Source: an optimization exercise on an open RTL-to-GDS flow (aim: small area). Production flows keep margins and buffers that such runs may drop. The RTL was checked by simulation tests, not by an equivalence proof against the original design. No activity file was given, so power comes from the tool's default toggle rates.

== sierra ==
Design vstu_top, start of the top module:
module vstu_top (
  input  logic                                             clk_i,
  input  logic                                             rst_ni,
  input  vstu_pkg::store_req_t                             req_i,
  input  logic                                             req_valid_i,
  output logic                                             req_ready_o,
  input  vstu_pkg::done_vec_t                              running_i,
  input  logic [4-1:0][8*8-1:0] operand_i,
  input  logic [4-1:0]                        operand_valid_i,
  output logic [4-1:0]                        operand_ready_o,
  input  vstu_pkg::burst_req_t                             burst_i,
  input  logic                                             burst_valid_i,
  output logic                                             burst_ready_o,
  output vstu_pkg::w_beat_t                                w_o,
  output logic                                             w_valid_o,
  input  logic                                             w_ready_i,
  input  logic                                             b_valid_i,
  output logic                                             b_ready_o,
  output logic                                             store_pending_o,
  ...
clock: 8.0 ns
lec_check: 0
cap_margin: 0
core_margin: 2
core_utilization: 40
slew_margin: 0
standard.sh (not shown) runs the stock make flow with config.mk's settings and CLKGATE_MAP_FILE= SYNTH_SCRIPT=/design/flow/synth_recipe.tcl, a recipe that flattens the netlist after the stock synthesis.
==> flow/flow/run.sh <==
#!/bin/bash
# Layout flow: the standard ORFS flow (standard.sh) with three changes:
#  - synthesis is synth_recipe.tcl unchanged except that Yosys's abc call maps the
#    combinational logic with flow/abc_area.script (area-oriented) instead of ORFS's
#    speed script; flip-flop mapping, flattening and renaming are untouched
#  - port buffers use the smallest buffer cell
#  - the clock tree uses clkbuf_8 sink clusters and no dummy loads
# Each tool's output goes to a log file in this folder.
set -euo pipefail
HERE=$(pwd)
ABC_SCRIPT=$HERE/flow/abc_area.script
source $HERE/flow/settings.sh

# ORFS synth.tcl with the abc script argument replaced
sed 's#^\(\s*\)log_cmd abc {\*}$abc_args#\1set abc_args [lreplace $abc_args 1 1 '"$ABC_SCRIPT"']\n&#' \
  $FLOW_HOME/scripts/synth.tcl > $HERE/synth_area.tcl
grep -q "lreplace \$abc_args 1 1 $ABC_SCRIPT" $HERE/synth_area.tcl
sed 's#source $::env(SCRIPTS_DIR)/synth.tcl#source '"$HERE"'/synth_area.tcl#' \
  $HERE/synth_recipe.tcl > $HERE/synth_recipe_area.tcl
grep -q "source $HERE/synth_area.tcl" $HERE/synth_recipe_area.tcl

export BUFFER_PORTS_ARGS="-buffer_cell sky130_fd_sc_hd__buf_1"
export CTS_ARGS="-sink_clustering_enable -repair_clock_nets -dont_use_dummy_load $CTS_EXTRA"
bash standard.sh SYNTH_SCRIPT=$HERE/synth_recipe_area.tcl finish > $HERE/standard.log 2>&1
==> flow/flow/abc_area.script <==
strash
dch -f
amap -F 8 -A 16
topo
stime -c
==> flow/flow/settings.sh <==
CTS_EXTRA="-buf_list sky130_fd_sc_hd__clkbuf_8 -sink_clustering_size 17 -sink_clustering_max_diameter 80"
sierra closes out successfully: all stages finished, all timing, DRC and antenna checks passed.
Changes in violet relative to sierra:
- swapping 0 for 20 in CAP_MARGIN
- swapping 0 for 20 in SLEW_MARGIN
==> flow/flow/abc_area.script <==
&get -n
&st
&dch
&nf -a
&put
topo
stime -c
==> flow/flow/settings.sh <==
CTS_EXTRA="-buf_list sky130_fd_sc_hd__clkbuf_8 -sink_clustering_size 18 -sink_clustering_max_diameter 80"
Notes after the runs:
The lower synthesized-area fraction occupied by ao, oa, aoi and oai cells came out of violet. Cmp violet and sierra / final-layout clock-cell area share / higher: sierra. Where total non-filler cell area in the finished layout is concerned, sierra is better than violet. violet gives less number of clock-tree buffers in the layout than sierra did.
Relative to violet, the following input files were edited for fjord:
==> flow/flow/settings.sh <==
CTS_EXTRA="-buf_list sky130_fd_sc_hd__clkbuf_8 -sink_clustering_size 20 -sink_clustering_max_diameter 50"
[summary]
- Sort violet and fjord by global-route wire length before repair desc -> top: fjord
- The setup slack of fjord is smaller than that of violet.
- The wire length per cell was comparable across violet and fjord.
- Number of filler cells placed in the layout in fjord is 12 lower than in violet
- Delta (fjord minus violet): reported net switching power shows an increase of 1.8%, utilization climbed 0.60 points, clock-pin slew on the worst setup and hold paths dropped 0.04 ns.
- fjord against violet: total design power increased by about 3% relative to the old numbers; detailed route wirelength on metal2 level; wire length went up.
diff inputs: fjord => lagoon
- a change of CORE_UTILIZATION from 40 to 65
==> flow/flow/abc_area.script <==
strash
dch -f
amap -F 8 -A 16
topo
stime -c
==> flow/flow/settings.sh <==
CTS_EXTRA="-buf_list sky130_fd_sc_hd__clkbuf_8 -sink_clustering_size 17 -sink_clustering_max_diameter 80"
==> run notes <==
- Between fjord and lagoon, worst vdd rail ir drop increased.
- Cmp lagoon and fjord / starting utilization of the core area / lower: fjord
- When lagoon is measured against fjord, its total length of routed met2 wires turns out about 0.7% higher.
- From fjord to lagoon, count of nets left with antenna violations after detail routing did not move at all.
- Going from fjord to lagoon, worst setup slack decreased 0.72 ns, share of final-layout standard cells stronger than drive strength 1 went down by 2.6 points, number of signal-net inverters in the final layout now larger.
For raven, these inputs were changed with respect to lagoon:
- a change of CORE_UTILIZATION from 65 to 40
==> flow/flow/abc_area.script <==
strash
dch -f
amap
topo
stime -c
==> run notes <==
Diff lagoon -> raven: multi-input gate share of total cell area down 1.8 points; critical path depth up 4; sequential share of cell area down 2.3 points.
Per the comparison of raven with lagoon, proportion of cell area spent on the clock network flat; wire length up 11%; die area up about 65%; post-route cell area up about 4.5%; share of the cycle needed by the critical path after routing up 2.5 points.
[compare] base=lagoon new=raven: share of the synthesized netlist area taken by xor and xnor gates has remained practically unchanged, final worst-path setup slack has decreased, compound-cell area share of the yosys netlist has decreased.
The following lists how nickel was set up differently from raven:
==> flow/flow/abc_area.script <==
&get -n
&st
&dch
&nf -a
&put
topo
stime -c
==> flow/flow/settings.sh <==
CTS_EXTRA="-buf_list sky130_fd_sc_hd__clkbuf_8 -sink_clustering_size 16 -sink_clustering_max_diameter 60"
==> run notes <==
Against raven, nickel comes in 2.1% higher on cell area power density. Number of iterations in the first detailed-routing pass was lower in the run labelled raven. Compared to raven, the router laid down less metal wire for nickel. In the metrics for nickel and raven, the one carrying the higher worst-margin pin slew is nickel. Compound-gate portion of the synthesized area (nickel over raven): decrease, 15 points. Number of multi-input logic gates of nickel falls short of that of raven by a few percent. Relative to raven, the total stage count of the critical path of nickel is lower by 9. Maximum net fanout on the critical path of raven is on par with nickel. [nickel] worst setup slack rose 0.93 ns relative to raven. Standard cell core area (nickel over raven): increase, 2.8%.

==> afterwards: timing with drivers on the ports <==
How much do the figures lean on ideal ports? The routed layouts below were timed once more, with nothing changed but the port constraints.
Step 1 (the two cells are an assumption about what drives the block):
set clk [get_ports {clk_i}]
set_driving_cell -lib_cell sky130_fd_sc_hd__clkbuf_16 $clk
set_driving_cell -lib_cell sky130_fd_sc_hd__buf_2 [delete_from_list [all_inputs] $clk]
Step 2 also shifts input and output timing later by t, the mid clock arrival at the registers, as if the neighbouring blocks saw the same clock.
Slacks: no drivers / after step 1 / after step 2; pairs: no drivers / after step 1.
run | t, ns | slack for setup (ns) | slew at the worst register clock pin (ns) | cell pins on the clock port's net
sierra | 0.661 | 1.435 / 1.435 / 1.435 | 0.11 / 0.11 | 1
violet | 0.663 | 2.395 / 2.395 / 2.395 | 0.12 / 0.12 | 1
fjord | 0.649 | 2.375 / 2.375 / 2.375 | 0.10 / 0.10 | 1
lagoon | 0.619 | 1.651 / 1.651 / 1.651 | 0.11 / 0.11 | 1
raven | 0.650 | 1.450 / 1.450 / 1.450 | 0.11 / 0.11 | 1
nickel | 0.625 | 2.381 / 2.381 / 2.381 | 0.10 / 0.10 | 1
After both steps setup and hold are still met in every run listed.
